What follows belongs to an exercise in optimizing a design on an open flow for small area and a short achievable clock period; a production flow would make more cautious choices. In this exercise RTL edits were held to simulation tests only and were not proved equivalent to the original. Power is estimated from default activity; no workload was simulated.

## build 71
## foosball_top
module foosball_top (
   input  logic                     clk,
   input  logic                     reset,
   input  logic                     stop_ball,
   input  game_types_pkg::rod_btn_t left_btn,
   input  game_types_pkg::rod_btn_t right_btn,
   input  game_types_pkg::pixel_t   pix,
   output game_types_pkg::rgb_t     rgb,
   output logic                     score1,
   output logic                     score2
);
   logic frame_tick, serve_left;
   logic goal_right_mouth, goal_left_mouth;
   logic [7:0] left_half, right_half;
   logic [10:0] xl, yl;
   game_ctrl u_ctrl (
      .clk              (clk),
      .reset            (reset),
      .goal_right_mouth (goal_right_mouth),
      .goal_left_mouth  (goal_left_mouth),
      .frame_tick       (frame_tick),
      .serve_left       (serve_left),
      .score1           (score1),
      .score2           (score2)
   );
   rod_mover left_rod  (.clk(clk), .reset(reset), .frame_tick(frame_tick),
                        .btn(left_btn), .rod_half(left_half));
   rod_mover right_rod (.clk(clk), .reset(reset), .frame_tick(frame_tick),
  ...
Size: roughly 770 cells after synthesis, about 32 I/O pins, ~0.0051 mm² of cells after synthesis.
==> flow/config.mk <==
export PLATFORM = sky130hd
export DESIGN_NAME = foosball_top
export DESIGN_NICKNAME = foosball_top
export VERILOG_FILES = /design/flow/design.v
export SDC_FILE = /design/flow/constraint.sdc
export NUM_CORES = 4
export LEC_CHECK = 0
export CAP_MARGIN = 20
export CORE_MARGIN = 2
export CORE_UTILIZATION = 40
export SLEW_MARGIN = 20
==> flow/constraint.sdc <==
create_clock -name core_clock -period 13.0 [get_ports {clk}]
set_input_delay 2.6000 -clock core_clock [delete_from_list [all_inputs] [get_ports {clk}]]
set_output_delay 2.6000 -clock core_clock [all_outputs]
set_load 0.01 [all_outputs]
standard.sh (not shown) runs the stock make flow with config.mk's settings and CLKGATE_MAP_FILE= SYNTH_SCRIPT=/design/flow/synth_recipe.tcl, a recipe that flattens the netlist after the stock synthesis.
==> flow/flow/run.sh <==
#!/bin/bash
# Own layout flow: the standard synthesis, then the combinational logic between the
# registers is mapped again by ABC (registers, their names and cell types are kept as
# the standard synthesis made them): the logic in front of the rgb registers for delay,
# the rest for area. Then the standard layout steps from floorplan to finish.
set -euo pipefail
WORK=$(pwd)
HERE=$(cd "$(dirname "$0")" && pwd)
R=$WORK/orfs/results/$FLOW_PLATFORM/foosball_top/base
LIB=$FLOW_HOME/platforms/$FLOW_PLATFORM/lib/sky130_fd_sc_hd__tt_025C_1v80.lib
YOSYS=$FLOW_HOME/../tools/install/yosys/bin/yosys
[ -x "$YOSYS" ] || YOSYS=$(command -v yosys)

CRIT_SCRIPT=${CRIT_SCRIPT:-abc_speed.script}
REST_SCRIPT=${REST_SCRIPT:-abc_area.script}
LAYOUT_ARGS=()
[ -f "$HERE/flow.env" ] && source "$HERE/flow.env"

# 1. standard synthesis
bash standard.sh synth > "$WORK/log_1_synth.log" 2>&1
cp "$R/1_2_yosys.v" "$WORK/std_1_2_yosys.v"

# 2. remap the combinational logic
python3 "$HERE/genmodels.py" "$LIB" > "$WORK/comb_models.v"
DU=""
for c in $(sed -n '/DONT_USE_CELLS += /,/^$/p' "$FLOW_HOME/platforms/$FLOW_PLATFORM/config.mk" | grep -o 'sky130_fd_sc_hd__[a-z0-9_]*'); do
   DU="$DU -dont_use $c"
done
printf 'set_driving_cell sky130_fd_sc_hd__buf_1\nset_load 5\n' > "$WORK/abc.constr"
cat > "$WORK/remap.ys" <<EOY
read_liberty -lib $LIB
read_verilog $WORK/std_1_2_yosys.v
hierarchy -top $FLOW_TOP
techmap -map $WORK/comb_models.v
techmap
opt -purge
select -set dw c:u_render.* %ci1:+sky130_fd_sc_hd__dfrtp_1[D] w:* %i
select -set crit @dw %ci*:-sky130_fd_sc_hd__dfrtp_1,sky130_fd_sc_hd__dfstp_2
select -set critg @crit t:\$_* %i
abc -liberty $LIB $DU -constr $WORK/abc.constr -script $HERE/$CRIT_SCRIPT @critg
abc -liberty $LIB $DU -constr $WORK/abc.constr -script $HERE/$REST_SCRIPT t:\$_*
opt_clean -purge
chtype -map sky130_fd_sc_hd__clkinv_1 sky130_fd_sc_hd__inv_1
opt_merge -share_all t:sky130_fd_sc_hd__df* %n
opt_clean -purge
hilomap -singleton -hicell sky130_fd_sc_hd__conb_1 HI -locell sky130_fd_sc_hd__conb_1 LO
insbuf -buf sky130_fd_sc_hd__buf_4 A X
splitnets
opt_clean -purge
tee -o $WORK/remap_stat.txt stat -liberty $LIB
check -assert -mapped
write_verilog -noattr -noexpr -nohex -nodec $WORK/remap_1_2_yosys.v
EOY
"$YOSYS" -s "$WORK/remap.ys" > "$WORK/log_2_remap.log" 2>&1
python3 "$HERE/netfix.py" "$WORK/remap_1_2_yosys.v" "$WORK/netfix_1_2_yosys.v" > "$WORK/log_2_netfix.log" 2>&1
cp "$WORK/netfix_1_2_yosys.v" "$R/1_2_yosys.v"
rm -f "$R/1_synth.odb" "$R/1_synth.sdc"

# 3. the standard layout from the remapped netlist
bash standard.sh "${LAYOUT_ARGS[@]}" finish > "$WORK/log_3_layout.log" 2>&1
==> flow/flow/flow.env <==
LAYOUT_ARGS=("BUFFER_PORTS_ARGS=-buffer_cell sky130_fd_sc_hd__buf_2" "SETUP_SLACK_MARGIN=8.9")
Other scripts of this flow, unchanged in this note and not shown: flow/flow/abc_area.script, flow/flow/abc_speed.script, flow/flow/genmodels.py, flow/flow/netfix.py
## Diff of input files: build 94 against build 71
==> flow/flow/flow.env <==
LAYOUT_ARGS=("BUFFER_PORTS_ARGS=-buffer_cell sky130_fd_sc_hd__buf_2" "SETUP_SLACK_MARGIN=9.2")
Results
Via count of the first global-routing pass: build 94 higher than build 71
Relative to build 71, switching share of power has increased by 0.25 points in build 94.
Final cell count without fillers up 1.9% in build 94 wrt build 71
Setup fix buffers added after clock tree synthesis (build 94 over build 71): increase, 8
Overall power after layout: build 94 worse than build 71
Detailed-routing iteration count for the pre-antenna-repair pass, build 94 and build 71: smaller value in build 94
Re die area: no difference whatsoever between build 71 and build 94.
Diff build 71 -> build 94 | design area | increase of 560 µm²
Looking at routed wire length, build 94 sits 440 µm higher than build 71 does.
In the reports for build 94 and build 71, the smaller maximum clock rate belongs to build 94.
### build 94 -> build 96
==> flow/flow/flow.env <==
LAYOUT_ARGS=("BUFFER_PORTS_ARGS=-buffer_cell sky130_fd_sc_hd__buf_2")
### Flow results
Build 96 ended with every stage complete and zero timing, DRC or antenna violations. Build 96 does better than build 94 on total power. Count of clock-buffer cells in the layout (lower): build 94. Area share of buffers outside the clock network is higher on build 94. Build 96 — detailed-routing wirelength on met1 3.8% higher, build 94 as reference. Cmp build 96 and build 94 / met1 layer usage reported by global route / lower: build 94. Re first-pass iteration count of the detailed router: build 96 and build 94 aren't equal, and the lower value belongs to build 94. Compared build 96 against build 94; post-synthesis instance area within noise. For the data required time at the worst endpoint, build 96 came in 0.02 ns lower than build 94 did. Compared build 96 vs build 94, and number of cells traversed by the worst register-to-register path is down in build 96. Peak supply drop is lower on build 96.

========
foosball_top, a different RTL version from the one above (not shown whole).
Size: about 32 I/O pins, ~0.0049 mm2 of cells after synthesis.
export LEC_CHECK = 0
export CAP_MARGIN = 20
export CORE_MARGIN = 2
export CORE_UTILIZATION = 40
export SLEW_MARGIN = 20
create_clock -name core_clock -period 13.0 [get_ports {clk}]
==> flow/flow/flow.env <==
LAYOUT_ARGS=("BUFFER_PORTS_ARGS=-buffer_cell sky130_fd_sc_hd__buf_1" "SETUP_SLACK_MARGIN=8.9" "CAP_MARGIN=0" "SLEW_MARGIN=0" "CTS_ARGS=-sink_clustering_enable -repair_clock_nets -dont_use_dummy_load -buf_list sky130_fd_sc_hd__clkbuf_8")
Scripts as last shown in full above: flow/flow/run.sh
Other scripts of this flow, unchanged in this note and not shown: flow/flow/abc_area.script, flow/flow/abc_speed.script, flow/flow/genmodels.py, flow/flow/netfix.py
Then changed:
==> flow/flow/abc_rest.script (new file) <==
strash
dc2
balance; rewrite; refactor; balance; rewrite; rewrite -z; balance; refactor -z; rewrite -z; balance
balance; resub -K 6; rewrite; resub -K 6 -N 2; refactor; resub -K 8; balance; resub -K 8 -N 2; rewrite; resub -K 10; rewrite -z; resub -K 10 -N 2; balance; resub -K 12; refactor -z; resub -K 12 -N 2; rewrite -z; balance
dch -f
map -D 2500
topo
==> flow/flow/flow.env (replaced) <==
LAYOUT_ARGS=("BUFFER_PORTS_ARGS=-buffer_cell sky130_fd_sc_hd__buf_2" "SETUP_SLACK_MARGIN=8.9" "CTS_ARGS=-sink_clustering_enable -repair_clock_nets -dont_use_dummy_load -root_buf sky130_fd_sc_hd__clkbuf_16 -tree_buf sky130_fd_sc_hd__clkbuf_8 -buf_list sky130_fd_sc_hd__clkbuf_8")
What happened:
- worst setup slack loses 0.020 ns
- routed wire length grows by 2.2%
- non-clock buffer count is unchanged
- utilization grows by 1.2 points
- register-to-register slack gains 0.03 ns
- power grows by 20%
- count of clock-buffer cells in the layout stays the same
- synthesized area stays the same
- design area grows by 2.7%
Then changed:
==> flow/flow/flow.env (replaced) <==
LAYOUT_ARGS=("BUFFER_PORTS_ARGS=-buffer_cell sky130_fd_sc_hd__buf_2" "SETUP_SLACK_MARGIN=8.9" "CORE_UTILIZATION=55" "CTS_ARGS=-sink_clustering_enable -repair_clock_nets -dont_use_dummy_load -buf_list sky130_fd_sc_hd__clkbuf_8")
Result: The changed run went through all stages and came out clean; non-clock buffer count came out higher by 3; hold slack loses 0.012 ns; total power drops by 16%; clock skew went up by 0.013 ns; clock-buffer cell count does not change; routed wire length fell by 5.5%; fmax drops by 2.0%; via count went down by 0.46%; cell area drops by 0.96%; worst setup slack loses 0.079 ns; sequential share of layout area is higher by 0.26 points.
Then changed:
==> flow/flow/flow.env (replaced) <==
LAYOUT_ARGS=("BUFFER_PORTS_ARGS=-buffer_cell sky130_fd_sc_hd__buf_1" "SETUP_SLACK_MARGIN=8.9" "TNS_END_PERCENT=30" "CTS_ARGS=-sink_clustering_enable -repair_clock_nets -dont_use_dummy_load -buf_list sky130_fd_sc_hd__clkbuf_8")
removed: flow/flow/abc_rest.script
The new run finished clean. Fmax rises by 0.78%. Die area rises by about 36%. Critical path depth rises by 5.

========
foosball_top again, from the RTL that the note above started with.
export LEC_CHECK = 0
export CAP_MARGIN = 20
export CORE_MARGIN = 2
export CORE_UTILIZATION = 40
export SLEW_MARGIN = 20
create_clock -name core_clock -period 13.0 [get_ports {clk}]
==> flow/flow/abc_crit_d.script <==
strash
dc2
balance; rewrite; refactor; balance; rewrite; rewrite -z; balance; refactor -z; rewrite -z; balance
dch -f
map -D 1700
topo
stime -p
buffer -p
upsize -D 1700
dnsize -D 1700
stime -p
==> flow/flow/flow.env <==
CRIT_SCRIPT=abc_crit_d.script
LAYOUT_ARGS=("BUFFER_PORTS_ARGS=-buffer_cell sky130_fd_sc_hd__buf_2" "SETUP_SLACK_MARGIN=8.9" "CTS_ARGS=-sink_clustering_enable -repair_clock_nets -dont_use_dummy_load -buf_list sky130_fd_sc_hd__clkbuf_8")
==> flow/flow/netfix.py <==
#!/usr/bin/env python3
"""Peephole clean-up of a mapped netlist written by yosys write_verilog:
an inverter fed by another inverter is removed and its loads are moved to the
first inverter's input; inverters left without loads are removed too."""
import re, sys

src = open(sys.argv[1]).read()
cell_re = re.compile(r'^  (sky130_fd_sc_hd__\w+)\s+(\S+)\s*\((.*?)\);\n', re.S | re.M)
pin_re = re.compile(r'\.(\w+)\(([^()]*)\)')
OUTS = ('X', 'Y', 'Q', 'Q_N', 'SUM', 'COUT', 'HI', 'LO')

cells = []
for m in cell_re.finditer(src):
    pins = [(p, n.strip()) for p, n in pin_re.findall(m.group(3))]
    cells.append({'type': m.group(1), 'name': m.group(2), 'pins': pins, 'span': m.span(), 'dead': False})

keep = set()
for m in re.finditer(r'^\s*(?:input|output|inout)\s+(?:\[[^\]]*\]\s*)?([^;]+);', src, re.M):
    for n in m.group(1).split(','):
        keep.add(n.strip())
for m in re.finditer(r'^\s*assign\s+(.*?)\s*=\s*(.*?);', src, re.M):
    keep.add(m.group(1).strip())
    keep.add(m.group(2).strip())
def is_kept(net):
    return net in keep or net.split('[')[0].strip() in keep

def is_inv(c):
    return re.match(r'sky130_fd_sc_hd__(clk)?inv_\d+$', c['type']) is not None

drv = {}
loads = {}
def index():
    drv.clear(); loads.clear()
    for i, c in enumerate(cells):
        if c['dead']:
            continue
        for p, n in c['pins']:
            if p in OUTS:
                drv[n] = i
            else:
                loads.setdefault(n, []).append(i)
index()

changed = True
removed = 0
while changed:
    changed = False
    for b in cells:
        if b['dead'] or not is_inv(b):
            continue
        pa = dict(b['pins'])
        ai = drv.get(pa['A'])
        if ai is None:
            continue
        a = cells[ai]
        if not is_inv(a):
            continue
        x = dict(a['pins'])['A']
        y = pa['Y']
        if is_kept(y):
            continue
        for li in loads.get(y, []):
            c = cells[li]
            c['pins'] = [(p, x if (n == y and p not in OUTS) else n) for p, n in c['pins']]
        b['dead'] = True
        removed += 1
        index()
        ay = dict(a['pins'])['Y']
        if not loads.get(ay) and not is_kept(ay):
            a['dead'] = True
            removed += 1
            index()
        changed = True

# a gate whose only load is an inverter becomes the gate of the other polarity
MERGE = {'nor2_1': 'or2_1', 'nand2_1': 'and2_1', 'nor3_1': 'or3_1', 'nand3_1': 'and3_1',
         'nor4_1': 'or4_1', 'nand4_1': 'and4_1', 'a21oi_1': 'a21o_1', 'o21ai_0': 'o21a_1',
         'o21ai_1': 'o21a_1', 'a22oi_1': 'a22o_1', 'o22ai_1': 'o22a_1', 'a211oi_1': 'a211o_1',
         'o211ai_1': 'o211a_1', 'a31oi_1': 'a31o_1', 'o31ai_1': 'o31a_1', 'xnor2_1': 'xor2_1',
         'xor2_1': 'xnor2_1', 'nor2b_1': 'or2b_1', 'nand2b_1': 'and2b_1', 'a21boi_0': 'a21bo_1',
         'o21bai_1': 'o21ba_1', 'nor3b_1': 'or3b_1', 'nand3b_1': 'and3b_1',
         'a2bb2oi_1': 'a2bb2o_1', 'o2bb2ai_1': 'o2bb2a_1', 'mux2i_1': 'mux2_1'}
merged = 0
for b in cells:
    if b['dead'] or not is_inv(b):
        continue
    pa = dict(b['pins'])
    gi = drv.get(pa['A'])
    if gi is None:
        continue
    g = cells[gi]
    short = g['type'].replace('sky130_fd_sc_hd__', '')
    if short not in MERGE:
        continue
    n = pa['A']
    if is_kept(n) or len(loads.get(n, [])) != 1:
        continue
    g['type'] = 'sky130_fd_sc_hd__' + MERGE[short]
    g['pins'] = [(('X' if p in ('Y', 'X') else p), (pa['Y'] if p in ('Y', 'X') else x)) for p, x in g['pins']]
    b['dead'] = True
    merged += 1
    index()
print(f'netfix: merged {merged} gate and inverter pairs', file=sys.stderr)

out = []
pos = 0
for c in cells:
    s, e = c['span']
    out.append(src[pos:s])
    if not c['dead']:
        body = ',\n'.join(f'    .{p}({n}{" " if n.startswith(chr(92)) else ""})' for p, n in c['pins'])
        out.append(f"  {c['type']} {c['name']} (\n{body}\n  );\n")
    pos = e
out.append(src[pos:])
open(sys.argv[2], 'w').write(''.join(out))
print(f'netfix: removed {removed} inverters', file=sys.stderr)
Scripts as last shown in full above: flow/flow/run.sh
Other scripts of this flow, unchanged in this note and not shown: flow/flow/abc_area.script, flow/flow/abc_rest.script, flow/flow/abc_speed.script, flow/flow/genmodels.py
Then changed:
==> flow/flow/flow.env (replaced) <==
LAYOUT_ARGS=("BUFFER_PORTS_ARGS=-buffer_cell sky130_fd_sc_hd__buf_2" "SETUP_SLACK_MARGIN=8.9" "CTS_ARGS=-repair_clock_nets -dont_use_dummy_load")
--- a/flow/flow/netfix.py
+++ b/flow/flow/netfix.py
@@ -73,34 +73,4 @@
         changed = True
 
-# a gate whose only load is an inverter becomes the gate of the other polarity
-MERGE = {'nor2_1': 'or2_1', 'nand2_1': 'and2_1', 'nor3_1': 'or3_1', 'nand3_1': 'and3_1',
-         'nor4_1': 'or4_1', 'nand4_1': 'and4_1', 'a21oi_1': 'a21o_1', 'o21ai_0': 'o21a_1',
-         'o21ai_1': 'o21a_1', 'a22oi_1': 'a22o_1', 'o22ai_1': 'o22a_1', 'a211oi_1': 'a211o_1',
-         'o211ai_1': 'o211a_1', 'a31oi_1': 'a31o_1', 'o31ai_1': 'o31a_1', 'xnor2_1': 'xor2_1',
-         'xor2_1': 'xnor2_1', 'nor2b_1': 'or2b_1', 'nand2b_1': 'and2b_1', 'a21boi_0': 'a21bo_1',
-         'o21bai_1': 'o21ba_1', 'nor3b_1': 'or3b_1', 'nand3b_1': 'and3b_1',
-         'a2bb2oi_1': 'a2bb2o_1', 'o2bb2ai_1': 'o2bb2a_1', 'mux2i_1': 'mux2_1'}
-merged = 0
-for b in cells:
-    if b['dead'] or not is_inv(b):
-        continue
-    pa = dict(b['pins'])
-    gi = drv.get(pa['A'])
-    if gi is None:
-        continue
-    g = cells[gi]
-    short = g['type'].replace('sky130_fd_sc_hd__', '')
-    if short not in MERGE:
-        continue
-    n = pa['A']
-    if is_kept(n) or len(loads.get(n, [])) != 1:
-        continue
-    g['type'] = 'sky130_fd_sc_hd__' + MERGE[short]
-    g['pins'] = [(('X' if p in ('Y', 'X') else p), (pa['Y'] if p in ('Y', 'X') else x)) for p, x in g['pins']]
-    b['dead'] = True
-    merged += 1
-    index()
-print(f'netfix: merged {merged} gate and inverter pairs', file=sys.stderr)
-
 out = []
 pos = 0
removed: flow/flow/abc_crit_d.script
What happened: Clock-buffer cell count stays the same; total power climbs by about 16%; setup slack gets better by 0.16 ns; worst hold slack loses 0.0056 ns; utilization came out lower by 1.4 points; register-to-register slack degrades by 0.08 ns; area after synthesis is higher by about 4%; global-route usage goes down by 0.41 points; non-clock buffer count goes down by 8; die area came out higher by about 3.7%.
Then changed:
==> flow/flow/flow.env (replaced) <==
LAYOUT_ARGS=("BUFFER_PORTS_ARGS=-buffer_cell sky130_fd_sc_hd__buf_2" "SETUP_SLACK_MARGIN=8.9" "CTS_ARGS=-sink_clustering_enable -repair_clock_nets -dont_use_dummy_load -buf_list sky130_fd_sc_hd__clkbuf_8")
--- a/flow/flow/netfix.py
+++ b/flow/flow/netfix.py
@@ -73,4 +73,34 @@
         changed = True
 
+# a gate whose only load is an inverter becomes the gate of the other polarity
+MERGE = {'nor2_1': 'or2_1', 'nand2_1': 'and2_1', 'nor3_1': 'or3_1', 'nand3_1': 'and3_1',
+         'nor4_1': 'or4_1', 'nand4_1': 'and4_1', 'a21oi_1': 'a21o_1', 'o21ai_0': 'o21a_1',
+         'o21ai_1': 'o21a_1', 'a22oi_1': 'a22o_1', 'o22ai_1': 'o22a_1', 'a211oi_1': 'a211o_1',
+         'o211ai_1': 'o211a_1', 'a31oi_1': 'a31o_1', 'o31ai_1': 'o31a_1', 'xnor2_1': 'xor2_1',
+         'xor2_1': 'xnor2_1', 'nor2b_1': 'or2b_1', 'nand2b_1': 'and2b_1', 'a21boi_0': 'a21bo_1',
+         'o21bai_1': 'o21ba_1', 'nor3b_1': 'or3b_1', 'nand3b_1': 'and3b_1',
+         'a2bb2oi_1': 'a2bb2o_1', 'o2bb2ai_1': 'o2bb2a_1', 'mux2i_1': 'mux2_1'}
+merged = 0
+for b in cells:
+    if b['dead'] or not is_inv(b):
+        continue
+    pa = dict(b['pins'])
+    gi = drv.get(pa['A'])
+    if gi is None:
+        continue
+    g = cells[gi]
+    short = g['type'].replace('sky130_fd_sc_hd__', '')
+    if short not in MERGE:
+        continue
+    n = pa['A']
+    if is_kept(n) or len(loads.get(n, [])) != 1:
+        continue
+    g['type'] = 'sky130_fd_sc_hd__' + MERGE[short]
+    g['pins'] = [(('X' if p in ('Y', 'X') else p), (pa['Y'] if p in ('Y', 'X') else x)) for p, x in g['pins']]
+    b['dead'] = True
+    merged += 1
+    index()
+print(f'netfix: merged {merged} gate and inverter pairs', file=sys.stderr)
+
 out = []
 pos = 0
Area after synthesis is about the same.
Design area is lower by 2.4%.
Flip-flop and latch count does not change.
Clock-buffer cell count stays the same.
Final cell count barely changes.
Then changed:
==> flow/flow/flow.env (replaced) <==
LAYOUT_ARGS=("BUFFER_PORTS_ARGS=-buffer_cell sky130_fd_sc_hd__buf_2" "SETUP_SLACK_MARGIN=8.9" "CTS_ARGS=-sink_clustering_enable -repair_clock_nets -dont_use_dummy_load -root_buf sky130_fd_sc_hd__clkbuf_16 -buf_list sky130_fd_sc_hd__clkbuf_8")
After rerunning: The new run completed without violations; total power grows by about 20%; via count grows by about 1%; cell area grows by about 2.2%; non-clock buffer count is unchanged; worst setup slack barely changes; global-route usage hardly moves; clock power grows by about 50%; synthesized area is unchanged.

## port drivers added, routing unchanged
How much do the figures lean on ideal ports? The routed layouts below were timed once more, with nothing changed but the port constraints. Step 1: set_driving_cell puts a clkbuf_16 on clk and a buf_2 on each other input, an assumption about the parent block. Step 2 times the ports against the registers' clock, not the clock port: input delays grow and output delays shrink by t, the midpoint of the rising clock arrivals with the driver on. Three values: ideal ports, drivers, drivers and shift; two values: the first two.
run	t (ns)	setup slack, ns	worst slew at a driven data input, ns
build 71	0.381	9.088 / 9.098 / 8.717	0.05
build 94	0.371	9.069 / 9.082 / 8.711	0.05
build 96	0.382	8.783 / 8.783 / 8.589	0.04
the first run of note 2	0.374	9.074 / 9.041 / 8.711	0.04
the second run of note 2	0.377	9.054 / 9.047 / 8.677	0.05
the third run of note 2	0.363	8.975 / 8.987 / 8.624	0.03
the fourth run of note 2	0.372	9.006 / 9.013 / 8.640	0.04
the first run of note 3	0.387	8.869 / 8.861 / 8.474	0.06
the second run of note 3	0.363	9.031 / 9.035 / 8.672	0.04
the third run of note 3	0.393	9.054 / 9.017 / 8.662	0.05
the fourth run of note 3	0.377	9.054 / 9.047 / 8.677	0.05
After both steps setup and hold are still met in every run listed. For the first run of note 3, which loses most, drivers alone change the setup slack by -0.008 ns; drivers and shift together by -0.395 ns.
